This is an optimization exercise on Yosys and OpenROAD, whose aim is small area, a short achievable clock period and few clock cycles, not a production implementation.
In this exercise RTL edits were held to simulation tests only and were not proved equivalent to the original.

==> inputs of 04-08 <==
==> flow/design.v <==
`timescale 1ns/1ns
`default_nettype none
module board_store (
    input  logic        sysclk,
    input  logic        clear,       
    input  logic        wr_en,       
    input  logic [7:0]  wr_adr,
    input  logic [2:0]  wr_dat,      
    input  logic [4:0]  rd_row,      
    output logic [29:0] rd_data      
);
    localparam int board_cells = 200;
    logic [2:0]  cells [board_cells];
    logic [12:0] hsel;
    logic [15:0] lsel;
    logic [19:0] rsel;
    always_comb begin
        for (int g = 0; g < 13; g++) hsel[g] = clear || (wr_en && wr_adr[7:4] == 4'(g));
        for (int l = 0; l < 16; l++) lsel[l] = clear || (wr_adr[3:0] == 4'(l));
        for (int r = 0; r < 20; r++) rsel[r] = (rd_row == 5'(r));
    end
    always_ff @(posedge sysclk) begin
        for (int i = 0; i < board_cells; i++) begin
            if (hsel[i / 16] && lsel[i % 16]) cells[i] <= wr_dat;
        end
    end
    always_comb begin
        rd_data = '0;
        for (int r = 0; r < 20; r++) begin
            for (int c = 0; c < 10; c++) begin
                rd_data[c*3 +: 3] = rd_data[c*3 +: 3] | (cells[r*10 + c] & {3{rsel[r]}});
            end
        end
    end
endmodule
`default_nettype wire
`timescale 1ns/1ns
`default_nettype none
module block_render_top (
    input  logic        sysclk,
    input  logic        reset,
    input  logic        wb_cyc,
    input  logic        wb_stb,
    input  logic        wb_we,
    input  logic [7:0]  wb_adr,
    input  logic [7:0]  wb_dat_w,
    input  logic        scan_start,
    input  logic        vtx_ready,
    output logic [7:0]  wb_dat_r,
    output logic        wb_ack,
    output logic        scan_busy,
    output logic        scan_done,
    output logic        vtx_valid,
    output logic [10:0] vtx_x,
    output logic [10:0] vtx_y,
    output logic [5:0]  vtx_z,
    output logic [2:0]  vtx_color,
    output logic [3:0]  vtx_faces,
    output logic        vtx_last
);
    logic       rst_q;       
    logic [7:0] areg;        
    logic [2:0] dreg;        
    logic       wr_go;       
    logic       rd1, rd2, rd3;
    logic       new_req;
    logic [2:0] rd_dat;
    assign new_req = wb_cyc && wb_stb && !wb_ack && !rd1 && !rd2 && !rd3;
    always_ff @(posedge sysclk) begin
        rst_q <= reset;
        areg  <= wb_adr;
        dreg  <= reset ? 3'd0 : wb_dat_w[2:0];
        if (reset) begin
            wb_ack <= 1'b0;
            wr_go  <= 1'b0;
            rd1    <= 1'b0;
            rd2    <= 1'b0;
            rd3    <= 1'b0;
        end else begin
            wb_ack <= (new_req && wb_we) || rd3;
            wr_go  <= new_req && wb_we;
            rd1    <= new_req && !wb_we;
            rd2    <= rd1;
            rd3    <= rd2;
        end
    end
    logic [4:0] a_row;
    logic [9:0] a_col;
    always_comb begin
        a_row = 5'(areg / 8'd10);
        a_col = 10'b1 << (areg - 8'(a_row) * 8'd10);
    end
    logic [4:0]  mrow;       
    logic [29:0] mux;        
    logic [9:0]  mocc;       
    board_store u_board_store (
        .sysclk  (sysclk),
        .clear   (rst_q),
        .wr_en   (wr_go),
        .wr_adr  (areg),
        .wr_dat  (dreg),
        .rd_row  (mrow),
        .rd_data (mux)
    );
    always_comb begin
        for (int c = 0; c < 10; c++) mocc[c] = |mux[c*3 +: 3];
    end
    logic [29:0] cur;
    logic [9:0]  cocc;
    logic [9:0]  pocc;       
    logic [9:0]  rem;        
    logic [9:0]  pick;       
    logic        have;       
    logic        last_row;   
    logic        take;
    logic        emit_free;
    logic        do_pick;
    logic [2:0]  p_color;
    logic [3:0]  p_faces;
    logic [5:0]  p_x;
    logic [6:0]  p_y;
    always_comb begin
        for (int c = 0; c < 10; c++) cocc[c] = |cur[c*3 +: 3];
    end
    assign have     = |rem;
    assign last_row = (mrow == 5'd20);
    always_comb begin
        logic seen;
        seen = 1'b0;
        for (int c = 0; c < 10; c++) begin
            pick[c] = rem[c] && !seen;
            seen    = seen || rem[c];
        end
    end
    always_comb begin
        p_color = '0;
        p_faces = '0;
        p_x     = '0;
        for (int c = 0; c < 10; c++) begin
            logic [3:0] f;
            f[3] = !pocc[c];
            f[2] = !mocc[c];
            f[1] = (c == 0) ? 1'b1 : !cocc[(c == 0) ? 0 : c - 1];
            f[0] = (c == 9) ? 1'b1 : !cocc[(c == 9) ? 9 : c + 1];
            p_color = p_color | (cur[c*3 +: 3] & {3{pick[c]}});
            p_faces = p_faces | (f & {4{pick[c]}});
            p_x     = p_x | (6'(25 + 3 * c) & {6{pick[c]}});
        end
        p_y = 7'(3 * mrow + 9);
    end
    logic [5:0] ox;
    logic [6:0] oy;
    logic [2:0] ok;
    logic [2:0] ocolor;
    logic [3:0] ofaces;
    logic       olast;
    logic       ovalid;
    assign take      = ovalid && vtx_ready;
    assign emit_free = !ovalid || (olast && vtx_ready);
    assign do_pick   = scan_busy && have && emit_free;
    always_ff @(posedge sysclk) begin
        if (reset) begin
            ovalid <= 1'b0;
        end else if (do_pick) begin
            ovalid <= 1'b1;
        end else if (take && olast) begin
            ovalid <= 1'b0;
        end
    end
    always_ff @(posedge sysclk) begin
        if (do_pick) begin
            ox     <= p_x;
            oy     <= p_y;
            ok     <= 3'd0;
            olast  <= 1'b0;
            ocolor <= p_color;
            ofaces <= p_faces;
        end else if (take) begin
            ok    <= ok + 3'd1;
            olast <= (ok == 3'd6);
            ox    <= ok[0] ? ox - 6'd3 : ox + 6'd3;
            if (ok[0]) oy <= ok[1] ? oy - 7'd3 : oy + 7'd3;
        end
    end
    always_ff @(posedge sysclk) begin
        if (reset) begin
            scan_busy <= 1'b0;
            scan_done <= 1'b0;
            mrow      <= 5'd31;
        end else begin
            scan_done <= 1'b0;
            if (!scan_busy) begin
                if (scan_start) begin
                    scan_busy <= 1'b1;
                    mrow      <= 5'd1;
                end else if (rd1) begin
                    mrow      <= a_row;
                end else begin
                    mrow      <= 5'd0;
                end
            end else if (!have) begin
                if (last_row) begin
                    scan_busy <= 1'b0;
                    scan_done <= 1'b1;
                    mrow      <= 5'd0;
                end else begin
                    mrow      <= mrow + 5'd1;
                end
            end
        end
    end
    always_ff @(posedge sysclk) begin
        if (!scan_busy) begin
            if (scan_start || rd2) begin
                cur <= mux;
            end
            if (scan_start) begin
                rem  <= mocc;
                pocc <= '0;
            end else if (rd1) begin
                rem  <= a_col;
            end
        end else if (!have) begin
            if (!last_row) begin
                pocc <= cocc;
                cur  <= mux;
                rem  <= mocc;
            end
        end else if (do_pick) begin
            rem <= rem & ~pick;
        end
    end
    always_ff @(posedge sysclk) begin
        if (rd3) rd_dat <= p_color;
    end
    assign wb_dat_r  = {5'd0, rd_dat};
    assign vtx_valid = ovalid;
    assign vtx_x     = {2'b00, ox, 3'b000};
    assign vtx_y     = {1'b0, oy, 3'b100};
    assign vtx_z     = {1'b0, ok[2], ok[2], 3'b000};
    assign vtx_color = ocolor;
    assign vtx_faces = ofaces;
    assign vtx_last  = olast;
endmodule
`default_nettype wire
==> flow/run.sh <==
#!/bin/bash
# synth_recipe.tcl (not shown) runs the flow's synth.tcl, then flattens the netlist and writes it again
# the make line also repeats each setting of config.mk as NAME=value (left out here)
make -C /OpenROAD-flow-scripts/flow DESIGN_CONFIG=/design/flow/config.mk WORK_HOME=/design/flow/orfs CLKGATE_MAP_FILE= SYNTH_SCRIPT=/design/flow/synth_recipe.tcl finish
==> flow/config.mk <==
export PLATFORM = sky130hd
export DESIGN_NAME = block_render_top
export DESIGN_NICKNAME = block_render_top
export VERILOG_FILES = /design/flow/design.v
export SDC_FILE = /design/flow/constraint.sdc
export NUM_CORES = 4
export LEC_CHECK = 0
export CAP_MARGIN = 20
export CORE_MARGIN = 2
export CORE_UTILIZATION = 40
export SLEW_MARGIN = 20
==> flow/constraint.sdc <==
create_clock -name core_clock -period 8.0 [get_ports {sysclk}]
set_input_delay 1.6000 -clock core_clock [delete_from_list [all_inputs] [get_ports {sysclk}]]
set_output_delay 1.6000 -clock core_clock [all_outputs]
set_load 0.01 [all_outputs]
==> inputs of 10-26, as changes to 04-08 <==
--- a/flow/design.v
+++ b/flow/design.v
@@ -6,18 +6,16 @@
     input  logic        wr_en,       
     input  logic [7:0]  wr_adr,
     input  logic [2:0]  wr_dat,      
-    input  logic [4:0]  rd_row,      
+    input  logic [19:0] rd_sel,      
     output logic [29:0] rd_data      
 );
     localparam int board_cells = 200;
     logic [2:0]  cells [board_cells];
     logic [12:0] hsel;
     logic [15:0] lsel;
-    logic [19:0] rsel;
     always_comb begin
         for (int g = 0; g < 13; g++) hsel[g] = clear || (wr_en && wr_adr[7:4] == 4'(g));
         for (int l = 0; l < 16; l++) lsel[l] = clear || (wr_adr[3:0] == 4'(l));
-        for (int r = 0; r < 20; r++) rsel[r] = (rd_row == 5'(r));
     end
     always_ff @(posedge sysclk) begin
         for (int i = 0; i < board_cells; i++) begin
@@ -28,7 +26,7 @@
         rd_data = '0;
         for (int r = 0; r < 20; r++) begin
             for (int c = 0; c < 10; c++) begin
-                rd_data[c*3 +: 3] = rd_data[c*3 +: 3] | (cells[r*10 + c] & {3{rsel[r]}});
+                rd_data[c*3 +: 3] = rd_data[c*3 +: 3] | (cells[r*10 + c] & {3{rd_sel[r]}});
             end
         end
     end
@@ -62,10 +60,10 @@
     logic [7:0] areg;        
     logic [2:0] dreg;        
     logic       wr_go;       
-    logic       rd1, rd2, rd3;
+    logic       rd1, rd2;
     logic       new_req;
     logic [2:0] rd_dat;
-    assign new_req = wb_cyc && wb_stb && !wb_ack && !rd1 && !rd2 && !rd3;
+    assign new_req = wb_cyc && wb_stb && !wb_ack && !rd1 && !rd2;
     always_ff @(posedge sysclk) begin
         rst_q <= reset;
         areg  <= wb_adr;
@@ -75,22 +73,35 @@
             wr_go  <= 1'b0;
             rd1    <= 1'b0;
             rd2    <= 1'b0;
-            rd3    <= 1'b0;
         end else begin
-            wb_ack <= (new_req && wb_we) || rd3;
+            wb_ack <= (new_req && wb_we) || rd2;
             wr_go  <= new_req && wb_we;
             rd1    <= new_req && !wb_we;
             rd2    <= rd1;
-            rd3    <= rd2;
-        end
-    end
-    logic [4:0] a_row;
-    logic [9:0] a_col;
-    always_comb begin
-        a_row = 5'(areg / 8'd10);
-        a_col = 10'b1 << (areg - 8'(a_row) * 8'd10);
-    end
-    logic [4:0]  mrow;       
+        end
+    end
+    logic [20:0] a_rs;
+    logic [9:0]  a_col;
+    always_comb begin
+        logic [3:0] d;
+        logic [4:0] s;
+        case (areg[7:4])
+            4'd1, 4'd6, 4'd11: d = 4'd6;
+            4'd2, 4'd7, 4'd12: d = 4'd2;
+            4'd3, 4'd8:        d = 4'd8;
+            4'd4, 4'd9:        d = 4'd4;
+            default:           d = 4'd0;
+        endcase
+        s = 5'(areg[3:0]) + 5'(d);
+        a_col = '0;
+        for (int v = 0; v < 24; v++) begin
+            if (s == 5'(v)) a_col = 10'(1 << (v % 10));
+        end
+        for (int r = 0; r < 21; r++) begin
+            a_rs[r] = (r < 20) && (areg >= 8'(10 * r)) && (areg <= 8'(10 * r + 9));
+        end
+    end
+    logic [20:0] rs;         
     logic [29:0] mux;        
     logic [9:0]  mocc;       
     board_store u_board_store (
@@ -99,19 +110,18 @@
         .wr_en   (wr_go),
         .wr_adr  (areg),
         .wr_dat  (dreg),
-        .rd_row  (mrow),
+        .rd_sel  (rs[19:0]),
         .rd_data (mux)
     );
     always_comb begin
         for (int c = 0; c < 10; c++) mocc[c] = |mux[c*3 +: 3];
     end
-    logic [29:0] cur;
-    logic [9:0]  cocc;
+    logic        ph_p;
     logic [9:0]  pocc;       
+    logic [9:0]  nocc;       
     logic [9:0]  rem;        
     logic [9:0]  pick;       
-    logic        have;       
-    logic        last_row;   
+    logic        have;
     logic        take;
     logic        emit_free;
     logic        do_pick;
@@ -119,11 +129,7 @@
     logic [3:0]  p_faces;
     logic [5:0]  p_x;
     logic [6:0]  p_y;
-    always_comb begin
-        for (int c = 0; c < 10; c++) cocc[c] = |cur[c*3 +: 3];
-    end
-    assign have     = |rem;
-    assign last_row = (mrow == 5'd20);
+    assign have = |rem;
     always_comb begin
         logic seen;
         seen = 1'b0;
@@ -136,17 +142,20 @@
         p_color = '0;
         p_faces = '0;
         p_x     = '0;
+        p_y     = '0;
         for (int c = 0; c < 10; c++) begin
             logic [3:0] f;
             f[3] = !pocc[c];
-            f[2] = !mocc[c];
-            f[1] = (c == 0) ? 1'b1 : !cocc[(c == 0) ? 0 : c - 1];
-            f[0] = (c == 9) ? 1'b1 : !cocc[(c == 9) ? 9 : c + 1];
-            p_color = p_color | (cur[c*3 +: 3] & {3{pick[c]}});
+            f[2] = !nocc[c];
+            f[1] = (c == 0) ? 1'b1 : !mocc[(c == 0) ? 0 : c - 1];
+            f[0] = (c == 9) ? 1'b1 : !mocc[(c == 9) ? 9 : c + 1];
+            p_color = p_color | (mux[c*3 +: 3] & {3{pick[c]}});
             p_faces = p_faces | (f & {4{pick[c]}});
             p_x     = p_x | (6'(25 + 3 * c) & {6{pick[c]}});
         end
-        p_y = 7'(3 * mrow + 9);
+        for (int r = 0; r < 20; r++) begin
+            p_y = p_y | (7'(12 + 3 * r) & {7{rs[r]}});
+        end
     end
     logic [5:0] ox;
     logic [6:0] oy;
@@ -157,7 +166,7 @@
     logic       ovalid;
     assign take      = ovalid && vtx_ready;
     assign emit_free = !ovalid || (olast && vtx_ready);
-    assign do_pick   = scan_busy && have && emit_free;
+    assign do_pick   = scan_busy && ph_p && have && emit_free;
     always_ff @(posedge sysclk) begin
         if (reset) begin
             ovalid <= 1'b0;
@@ -186,52 +195,67 @@
         if (reset) begin
             scan_busy <= 1'b0;
             scan_done <= 1'b0;
-            mrow      <= 5'd31;
+            rs        <= '0;
+            ph_p      <= 1'b0;
         end else begin
             scan_done <= 1'b0;
             if (!scan_busy) begin
+                ph_p <= 1'b0;
                 if (scan_start) begin
                     scan_busy <= 1'b1;
-                    mrow      <= 5'd1;
+                    rs        <= 21'd2;
                 end else if (rd1) begin
-                    mrow      <= a_row;
+                    rs        <= a_rs;
                 end else begin
-                    mrow      <= 5'd0;
+                    rs        <= 21'd1;
+                end
+            end else if (!ph_p) begin
+                if (have) begin
+                    ph_p <= 1'b1;
+                    rs   <= rs >> 1;
+                end else if (rs[20]) begin
+                    scan_busy <= 1'b0;
+                    scan_done <= 1'b1;
+                    rs        <= 21'd1;
+                end else begin
+                    rs <= rs << 1;
                 end
             end else if (!have) begin
-                if (last_row) begin
+                ph_p <= 1'b0;
+                if (rs[19]) begin
                     scan_busy <= 1'b0;
                     scan_done <= 1'b1;
-                    mrow      <= 5'd0;
+                    rs        <= 21'd1;
                 end else begin
-                    mrow      <= mrow + 5'd1;
+                    rs <= rs << 2;
                 end
             end
         end
     end
     always_ff @(posedge sysclk) begin
         if (!scan_busy) begin
-            if (scan_start || rd2) begin
-                cur <= mux;
-            end
             if (scan_start) begin
                 rem  <= mocc;
                 pocc <= '0;
             end else if (rd1) begin
                 rem  <= a_col;
             end
+        end else if (!ph_p) begin
+            if (have) begin
+                nocc <= mocc;
+            end else begin
+                pocc <= '0;
+                rem  <= mocc;
+            end
         end else if (!have) begin
-            if (!last_row) begin
-                pocc <= cocc;
-                cur  <= mux;
-                rem  <= mocc;
-            end
+            pocc <= mocc;
+            rem  <= nocc;
         end else if (do_pick) begin
             rem <= rem & ~pick;
         end
     end
     always_ff @(posedge sysclk) begin
-        if (rd3) rd_dat <= p_color;
+        if (rd2) rd_dat <= p_color;
     end
     assign wb_dat_r  = {5'd0, rd_dat};
     assign vtx_valid = ovalid;
--- a/flow/config.mk
+++ b/flow/config.mk
@@ -7,5 +7,8 @@
 export LEC_CHECK = 0
 export CAP_MARGIN = 20
 export CORE_MARGIN = 2
-export CORE_UTILIZATION = 40
+export CORE_UTILIZATION = 65
+export CTS_CLUSTER_DIAMETER = 120
+export CTS_CLUSTER_SIZE = 25
+export SETUP_SLACK_MARGIN = 5
 export SLEW_MARGIN = 20
==> inputs of 05-02, as changes to 04-08 <==
--- a/flow/design.v
+++ b/flow/design.v
@@ -62,10 +62,10 @@
     logic [7:0] areg;        
     logic [2:0] dreg;        
     logic       wr_go;       
-    logic       rd1, rd2, rd3;
+    logic       rd1, rd2;
     logic       new_req;
     logic [2:0] rd_dat;
-    assign new_req = wb_cyc && wb_stb && !wb_ack && !rd1 && !rd2 && !rd3;
+    assign new_req = wb_cyc && wb_stb && !wb_ack && !rd1 && !rd2;
     always_ff @(posedge sysclk) begin
         rst_q <= reset;
         areg  <= wb_adr;
@@ -75,20 +75,42 @@
             wr_go  <= 1'b0;
             rd1    <= 1'b0;
             rd2    <= 1'b0;
-            rd3    <= 1'b0;
         end else begin
-            wb_ack <= (new_req && wb_we) || rd3;
+            wb_ack <= (new_req && wb_we) || rd2;
             wr_go  <= new_req && wb_we;
             rd1    <= new_req && !wb_we;
             rd2    <= rd1;
-            rd3    <= rd2;
         end
     end
     logic [4:0] a_row;
     logic [9:0] a_col;
     always_comb begin
-        a_row = 5'(areg / 8'd10);
-        a_col = 10'b1 << (areg - 8'(a_row) * 8'd10);
+        logic [4:0] rh;
+        logic [3:0] d;
+        logic [4:0] s;
+        case (areg[7:4])
+            4'd0:    begin rh = 5'd0;  d = 4'd0; end
+            4'd1:    begin rh = 5'd1;  d = 4'd6; end
+            4'd2:    begin rh = 5'd3;  d = 4'd2; end
+            4'd3:    begin rh = 5'd4;  d = 4'd8; end
+            4'd4:    begin rh = 5'd6;  d = 4'd4; end
+            4'd5:    begin rh = 5'd8;  d = 4'd0; end
+            4'd6:    begin rh = 5'd9;  d = 4'd6; end
+            4'd7:    begin rh = 5'd11; d = 4'd2; end
+            4'd8:    begin rh = 5'd12; d = 4'd8; end
+            4'd9:    begin rh = 5'd14; d = 4'd4; end
+            4'd10:   begin rh = 5'd16; d = 4'd0; end
+            4'd11:   begin rh = 5'd17; d = 4'd6; end
+            4'd12:   begin rh = 5'd19; d = 4'd2; end
+            default: begin rh = 5'd31; d = 4'd0; end
+        endcase
+        s     = 5'(areg[3:0]) + 5'(d);
+        a_row = rh + ((s >= 5'd20) ? 5'd2 : (s >= 5'd10) ? 5'd1 : 5'd0);
+        if (areg[7:4] > 4'd12) a_row = 5'd31;
+        a_col = '0;
+        for (int v = 0; v < 24; v++) begin
+            if (s == 5'(v)) a_col = 10'(1 << (v % 10));
+        end
     end
     logic [4:0]  mrow;       
     logic [29:0] mux;        
@@ -105,13 +127,12 @@
     always_comb begin
         for (int c = 0; c < 10; c++) mocc[c] = |mux[c*3 +: 3];
     end
-    logic [29:0] cur;
-    logic [9:0]  cocc;
+    logic        ph_p;
     logic [9:0]  pocc;       
+    logic [9:0]  nocc;       
     logic [9:0]  rem;        
     logic [9:0]  pick;       
-    logic        have;       
-    logic        last_row;   
+    logic        have;
     logic        take;
     logic        emit_free;
     logic        do_pick;
@@ -119,11 +140,7 @@
     logic [3:0]  p_faces;
     logic [5:0]  p_x;
     logic [6:0]  p_y;
-    always_comb begin
-        for (int c = 0; c < 10; c++) cocc[c] = |cur[c*3 +: 3];
-    end
-    assign have     = |rem;
-    assign last_row = (mrow == 5'd20);
+    assign have = |rem;
     always_comb begin
         logic seen;
         seen = 1'b0;
@@ -139,14 +156,14 @@
         for (int c = 0; c < 10; c++) begin
             logic [3:0] f;
             f[3] = !pocc[c];
-            f[2] = !mocc[c];
-            f[1] = (c == 0) ? 1'b1 : !cocc[(c == 0) ? 0 : c - 1];
-            f[0] = (c == 9) ? 1'b1 : !cocc[(c == 9) ? 9 : c + 1];
-            p_color = p_color | (cur[c*3 +: 3] & {3{pick[c]}});
+            f[2] = !nocc[c];
+            f[1] = (c == 0) ? 1'b1 : !mocc[(c == 0) ? 0 : c - 1];
+            f[0] = (c == 9) ? 1'b1 : !mocc[(c == 9) ? 9 : c + 1];
+            p_color = p_color | (mux[c*3 +: 3] & {3{pick[c]}});
             p_faces = p_faces | (f & {4{pick[c]}});
             p_x     = p_x | (6'(25 + 3 * c) & {6{pick[c]}});
         end
-        p_y = 7'(3 * mrow + 9);
+        p_y = 7'(3 * mrow + 12);
     end
     logic [5:0] ox;
     logic [6:0] oy;
@@ -157,7 +174,7 @@
     logic       ovalid;
     assign take      = ovalid && vtx_ready;
     assign emit_free = !ovalid || (olast && vtx_ready);
-    assign do_pick   = scan_busy && have && emit_free;
+    assign do_pick   = scan_busy && ph_p && have && emit_free;
     always_ff @(posedge sysclk) begin
         if (reset) begin
             ovalid <= 1'b0;
@@ -187,9 +204,11 @@
             scan_busy <= 1'b0;
             scan_done <= 1'b0;
             mrow      <= 5'd31;
+            ph_p      <= 1'b0;
         end else begin
             scan_done <= 1'b0;
             if (!scan_busy) begin
+                ph_p <= 1'b0;
                 if (scan_start) begin
                     scan_busy <= 1'b1;
                     mrow      <= 5'd1;
@@ -198,40 +217,53 @@
                 end else begin
                     mrow      <= 5'd0;
                 end
-            end else if (!have) begin
-                if (last_row) begin
+            end else if (!ph_p) begin
+                if (have) begin
+                    ph_p <= 1'b1;
+                    mrow <= mrow - 5'd1;
+                end else if (mrow == 5'd20) begin
                     scan_busy <= 1'b0;
                     scan_done <= 1'b1;
                     mrow      <= 5'd0;
                 end else begin
-                    mrow      <= mrow + 5'd1;
+                    mrow <= mrow + 5'd1;
                 end
+            end else if (!have) begin
+                ph_p <= 1'b0;
+                if (mrow == 5'd19) begin
+                    scan_busy <= 1'b0;
+                    scan_done <= 1'b1;
+                    mrow      <= 5'd0;
+                end else begin
+                    mrow <= mrow + 5'd2;
+                end
             end
         end
     end
     always_ff @(posedge sysclk) begin
         if (!scan_busy) begin
-            if (scan_start || rd2) begin
-                cur <= mux;
-            end
             if (scan_start) begin
                 rem  <= mocc;
                 pocc <= '0;
             end else if (rd1) begin
                 rem  <= a_col;
             end
+        end else if (!ph_p) begin
+            if (have) begin
+                nocc <= mocc;
+            end else begin
+                pocc <= '0;
+                rem  <= mocc;
+            end
         end else if (!have) begin
-            if (!last_row) begin
-                pocc <= cocc;
-                cur  <= mux;
-                rem  <= mocc;
-            end
+            pocc <= mocc;
+            rem  <= nocc;
         end else if (do_pick) begin
             rem <= rem & ~pick;
         end
     end
     always_ff @(posedge sysclk) begin
-        if (rd3) rd_dat <= p_color;
+        if (rd2) rd_dat <= p_color;
     end
     assign wb_dat_r  = {5'd0, rd_dat};
     assign vtx_valid = ovalid;
==> flow_summary.ini <==
[setup_path]
slowest_delay_ps = 660
critical_path_required_ps = 8450

[power_and_ir_drop]
pg_comb_uw = 1170
design_power_total_uw = 8892
intPower_uw = 6528

[floorplanning]
floorplan.rows = 99
n_tap_cell = 959

[worst_hold_path]
whs_endpoint = rd3$_SDFF_PP0_

[outcome]
status = no timing/DRC/antenna violations

[clock_tree]
cts_inserted_buffers = 75

[synthesis]
yosysTopAreaCellShare_pct = 69.11
synth_area_leaders = edfxtp_1 (69%), nor2_1 (3.6%), a22oi_1 (3.4%), dfxtp_1 (2.0%), ha_1 (1.7%)

[final_layout]
nFillCells = 6352
seq_share_pct = 62.89
Source of the figures above: 04-08

==> flow_summary.ini <==
[power_and_ir_drop]
design_power_total_uw = 8899
intPower_uw = 6479

[synthesis]
yosysTopAreaCellShare_pct = 68.03
synth_area_leaders = edfxtp_1 (68%), nor2_1 (3.6%), a22oi_1 (3.0%), dfxtp_1 (2.6%), ha_1 (1.7%)

[clock_tree]
cts_inserted_buffers = 72

[setup_path]
slowest_delay_ps = 820
critical_path_required_ps = 8290

[floorplanning]
floorplan.rows = 98
n_tap_cell = 950

[final_layout]
seq_share_pct = 62.64

[worst_hold_path]
whs_endpoint = olast$_SDFFE_PP0P_

[outcome]
status = no timing/DRC/antenna violations
Source of the figures above: 05-02

==> flow_summary.ini <==
[power_and_ir_drop]
intPower_uw = 5402
design_power_total_uw = 7215
pg_comb_uw = 805

[setup_path]
critical_path_required_ps = 8410
slowest_delay_ps = 620

[synthesis]
yosysTopAreaCellShare_pct = 68.94

[final_layout]
nFillCells = 2948

[clock_tree]
cts_inserted_buffers = 34

[outcome]
status = no timing/DRC/antenna violations

[floorplanning]
n_tap_cell = 585

[worst_hold_path]
whs_endpoint = olast$_SDFFE_PP0P_
Source of the figures above: 10-26

Testbench counts of 04-08, summed over its fixed seeds: cycles 137,742.
Testbench counts of 10-26, summed over its fixed seeds: cycles 137,758.
Testbench counts of 05-02, summed over its fixed seeds: cycles 137,758.

## what the ideal ports hide
No port has a modelled driver above. Below, the same layouts with a new extraction and two added sets of constraints.
Step 1 assumes that a clkbuf_16 drives the clock port and a buf_2 every other input.
Step 2 adds t to the input delays and takes it off the output delays; t is the mean of the earliest and latest rising clock arrival at the registers after step 1. Input paths then give back, and output paths get back, about the clock's delay inside the block.
a / b / c = no drivers / after step 1 / after step 2; a / b = the first two.
run | t (ns) | slack for setup (ns) | worst setup path after step 2 | worst slew at a driven data input, ns
04-08 | 0.684 | 2.378 / 2.378 / 2.378 | register to register | 0.03
10-26 | 0.635 | 4.982 / 4.968 / 4.399 | input to register | 0.04
05-02 | 0.685 | 3.124 / 3.124 / 3.124 | register to register | 0.07
After both steps every run listed still meets setup and hold. For 10-26, which loses most, drivers alone change the setup slack by -0.014 ns; drivers and shift together by -0.583 ns.
